What follows belongs to an exercise in optimizing a design on an open flow for small area and a short achievable clock period; a production flow would make more cautious choices. Function was checked by simulation only, so behaviour that the tests miss may differ from the original.

Setup of main:
==> flow/design.v (excerpt) <==
module param_router #(
  parameter int N_IN      = 17,
  parameter int N_OUT     = 3,
  parameter int DATA_W    = 16,
  parameter int DEPTH     = 4,
  parameter int PARITY_EN = 1
) (
  input  logic                    clk,
  input  logic                    reset,
  input  logic [N_IN*DATA_W-1:0]  in_data,
  input  logic [N_IN-1:0]         in_valid,
  output logic [N_IN-1:0]         in_ready,
  output logic [N_OUT*DATA_W-1:0] out_data,
  output logic [N_OUT-1:0]        out_valid,
  input  logic [N_OUT-1:0]        out_ready,
  output logic [N_IN-1:0]         fifo_full,
  output logic [15:0]             drop_count
);
  localparam int IW = 5;
  localparam int SW = DATA_W - 1;    
  logic [SW-1:0]   mem    [N_IN][4];
  logic [1:0]      rd_ptr [N_IN];
  logic [1:0]      wr_ptr [N_IN];
  logic [N_IN-1:0] full;
  logic [1:0]      hcode  [N_IN];
  logic [N_IN-1:0] push, pop, drop;
  logic [SW-1:0]   head   [N_IN];
  logic [N_IN-1:0] req    [N_OUT];
  logic [N_IN-1:0] gnt    [N_OUT];
  logic [N_OUT-1:0] gnt_valid, load_en;
  logic [IW-1:0]   gnt_idx    [N_OUT];
  logic [IW-1:0]   last_grant [N_OUT];
  logic [SW-1:0]   slot       [N_OUT];
  logic [16:0]     t17, t_reg;
  logic [4:0]      dc_lo;
  logic [4:0]      dc_pl [18];
  logic [17:0]     dc_cl;
  logic [10:0]     dc_a0, dc_a1, dc_u;
  logic            dc_cy, dc_sat, dc_ones, dc_now;
  always_comb begin
    logic [DATA_W-1:0] word;
    logic bad;
    for (int i = 0; i < N_IN; i++) begin
      word         = in_data[i*DATA_W +: DATA_W];
      bad          = (&word[15:14]) | (^word);
      fifo_full[i] = full[i];
      in_ready[i]  = ~full[i];
      push[i]      = in_valid[i] & ~full[i] & ~bad;
      drop[i]      = in_valid[i] & ~full[i] & bad;
      head[i]      = mem[i][rd_ptr[i]];
    end
  end
  function automatic logic [15:0] tmerge(input logic [7:0] a, input logic [7:0] b,
                                         input int na, input int nb);
    logic [15:0] r;
    int y;
    r = '0;
    for (int k = 1; k <= na + nb; k++) begin
      for (int x = 0; x <= na; x++) begin
        y = k - x;
        if (y >= 0 && y <= nb)
          r[k-1] = r[k-1] | ((x == 0 ? 1'b1 : a[x-1]) & (y == 0 ? 1'b1 : b[y-1]));
      end
    end
    tmerge = r;
  endfunction
  always_comb begin
  ...
Size in the first run: roughly 4200 cells after synthesis, about 1400 flip-flops, ~400 I/O pins, roughly 62000 µm² of cells after synthesis.
clock: 11.0 ns
lec_check: 0
cap_margin: 20
core_margin: 2
core_utilization: 40
cts_cluster_diameter: 100
cts_cluster_size: 30
slew_margin: 20
standard.sh (not shown) runs the stock make flow with config.mk's settings and CLKGATE_MAP_FILE= SYNTH_SCRIPT=/design/flow/synth_recipe.tcl, a recipe that flattens the netlist after the stock synthesis.
==> flow/flow/run.sh <==
#!/bin/bash
# Standard ORFS layout (the standard.sh, standard synthesis unchanged) with
# a tighter setup repair target and single-drive port buffers.
# ORFS writes each step's full log under orfs/logs/; make's own output goes to
# flow_make.log in the work folder.
set -euo pipefail
MARGIN=${MARGIN:-6.4}
bash standard.sh \
  SETUP_SLACK_MARGIN=$MARGIN \
  "BUFFER_PORTS_ARGS=-buffer_cell sky130_fd_sc_hd__buf_1" \
  finish > flow_make.log 2>&1
main reached the end of the flow, and the finished layout is clean on the timing, design-rule and antenna checks.
## Diff of input files: the feature branch against main
diff --git a/flow/design.v b/flow/design.v
--- a/flow/design.v
+++ b/flow/design.v
@@ -27,19 +27,17 @@
   logic [SW-1:0]   head   [N_IN];
   logic [N_IN-1:0] req    [N_OUT];
   logic [N_IN-1:0] gnt    [N_OUT];
   logic [N_OUT-1:0] gnt_valid, load_en;
   logic [IW-1:0]   gnt_idx    [N_OUT];
   logic [IW-1:0]   last_grant [N_OUT];
   logic [SW-1:0]   slot       [N_OUT];
   logic [16:0]     t17, t_reg;
-  logic [4:0]      dc_lo;
-  logic [4:0]      dc_pl [18];
-  logic [17:0]     dc_cl;
+  logic [4:0]      dc_l, dc_lo;
   logic [10:0]     dc_a0, dc_a1, dc_u;
   logic            dc_cy, dc_sat, dc_ones, dc_now;
   always_comb begin
     logic [DATA_W-1:0] word;
     logic bad;
     for (int i = 0; i < N_IN; i++) begin
       word         = in_data[i*DATA_W +: DATA_W];
       bad          = (&word[15:14]) | (^word);
@@ -82,45 +80,32 @@
       t8[g] = r[7:0];
     end
     t16 = tmerge(t8[0], t8[1], 8, 8);
     t17[0] = t16[0] | drop[16];
     for (int k = 1; k < 16; k++) t17[k] = t16[k] | (t16[k-1] & drop[16]);
     t17[16] = t16[15] & drop[16];
   end
   always_comb begin
-    logic oh;
+    logic [5:0] s;
+    logic       oh;
     dc_lo = '0;
     dc_cy = 1'b0;
     for (int k = 0; k <= 17; k++) begin
+      s  = {1'b0, dc_l} + 6'(k);
       oh = (k == 0 ? 1'b1 : t_reg[k-1]) & (k == 17 ? 1'b1 : !t_reg[k]);
       if (oh) begin
-        dc_lo = dc_lo | dc_pl[k];
-        dc_cy = dc_cy | dc_cl[k];
+        dc_lo = dc_lo | s[4:0] | {5{s[5] & dc_ones}};
+        dc_cy = dc_cy | s[5];
       end
     end
   end
   assign dc_u       = dc_cy ? dc_a1 : dc_a0;
   assign dc_now     = dc_sat | (dc_cy & dc_ones);
-  assign drop_count = {dc_u, dc_lo};
-  always_ff @(posedge clk or negedge reset) begin
-    logic [5:0] s;
-    if (!reset) begin
-      for (int k = 0; k <= 17; k++) begin
-        dc_pl[k] <= 5'(k);
-        dc_cl[k] <= 1'b0;
-      end
-    end else begin
-      for (int k = 0; k <= 17; k++) begin
-        s = {1'b0, dc_lo} + 6'(k);
-        dc_pl[k] <= s[4:0] | {5{dc_now | (s[5] & (&dc_u))}};
-        dc_cl[k] <= s[5];
-      end
-    end
-  end
+  assign drop_count = {dc_u, dc_lo | {5{dc_sat}}};
   always_comb begin
     logic [N_IN-1:0] mask, rh, pre_h, pre_a;
     logic [1:0] hd;
     logic any_h;
     for (int o = 0; o < N_OUT; o++) begin
       load_en[o] = ~out_valid[o] | out_ready[o];
       for (int i = 0; i < N_IN; i++) begin
         hd        = ~hcode[i];
@@ -203,22 +188,24 @@
         slot[o] <= d;
       end
     end
   end
   always_ff @(posedge clk or negedge reset) begin
     if (!reset) begin
       out_valid <= '0;
       t_reg     <= '0;
+      dc_l      <= '0;
       dc_a0     <= '0;
       dc_sat    <= 1'b0;
       dc_ones   <= 1'b0;
       for (int o = 0; o < N_OUT; o++) last_grant[o] <= IW'(N_IN - 1);
     end else begin
       t_reg   <= t17;
+      dc_l    <= dc_lo;
       dc_a0   <= dc_u | {11{dc_now}};
       dc_sat  <= dc_now;
       dc_ones <= &dc_u;
       for (int o = 0; o < N_OUT; o++) begin
         if (load_en[o]) begin
           out_valid[o] <= gnt_valid[o];
           if (gnt_valid[o]) last_grant[o] <= gnt_idx[o];
         end
--- outcome ---
A end point of the critical path of drop_count[5] is what main shows, while drop_count[4] belongs to the feature branch.
Going from main to the feature branch, worst-margin pin slew went up by 8.8 ps, critical path depth moved up.
The feature branch has count of routing violations after the opening detailed-route iteration below what main had.
The area of all sequential standard cells in the feature branch is 0.934 times that in main.
The feature branch finished every step from synthesis to the final layout, and the layout passed the timing, design-rule and antenna checks.
Compared to main, the router laid down less metal wire for the feature branch.
Via density per instance: the feature branch vs main down 0.067

-- re-timing with driven ports --
The results above use ideal ports. As a check the final layouts listed here were re-extracted and re-timed, cells and wires unchanged.
Step 1, drivers: a clkbuf_16 drives clk and a buf_2 each remaining input, both assumed.
Step 2 times the ports against the registers' clock, not the clock port: input delays grow and output delays shrink by t, the midpoint of the rising clock arrivals with the driver on.
Three values: ideal ports, drivers, drivers and shift; two values: the first two.
run | shift t [ns] | setup slack, ns | hold slack, ns | clock arrival spread, ns | worst register clock-pin slew, ns
main | 0.779 | 5.869 / 5.786 / 5.569 | 0.502 / 0.502 / 0.502 | 0.048 / 0.048 | 0.12 / 0.12
the feature branch | 0.794 | 5.456 / 5.371 / 5.436 | 0.523 / 0.523 / 0.523 | 0.048 / 0.048 | 0.12 / 0.12
After both steps every run listed still meets setup and hold. For main, which loses most, drivers alone change the setup slack by -0.083 ns; drivers and shift together by -0.300 ns.
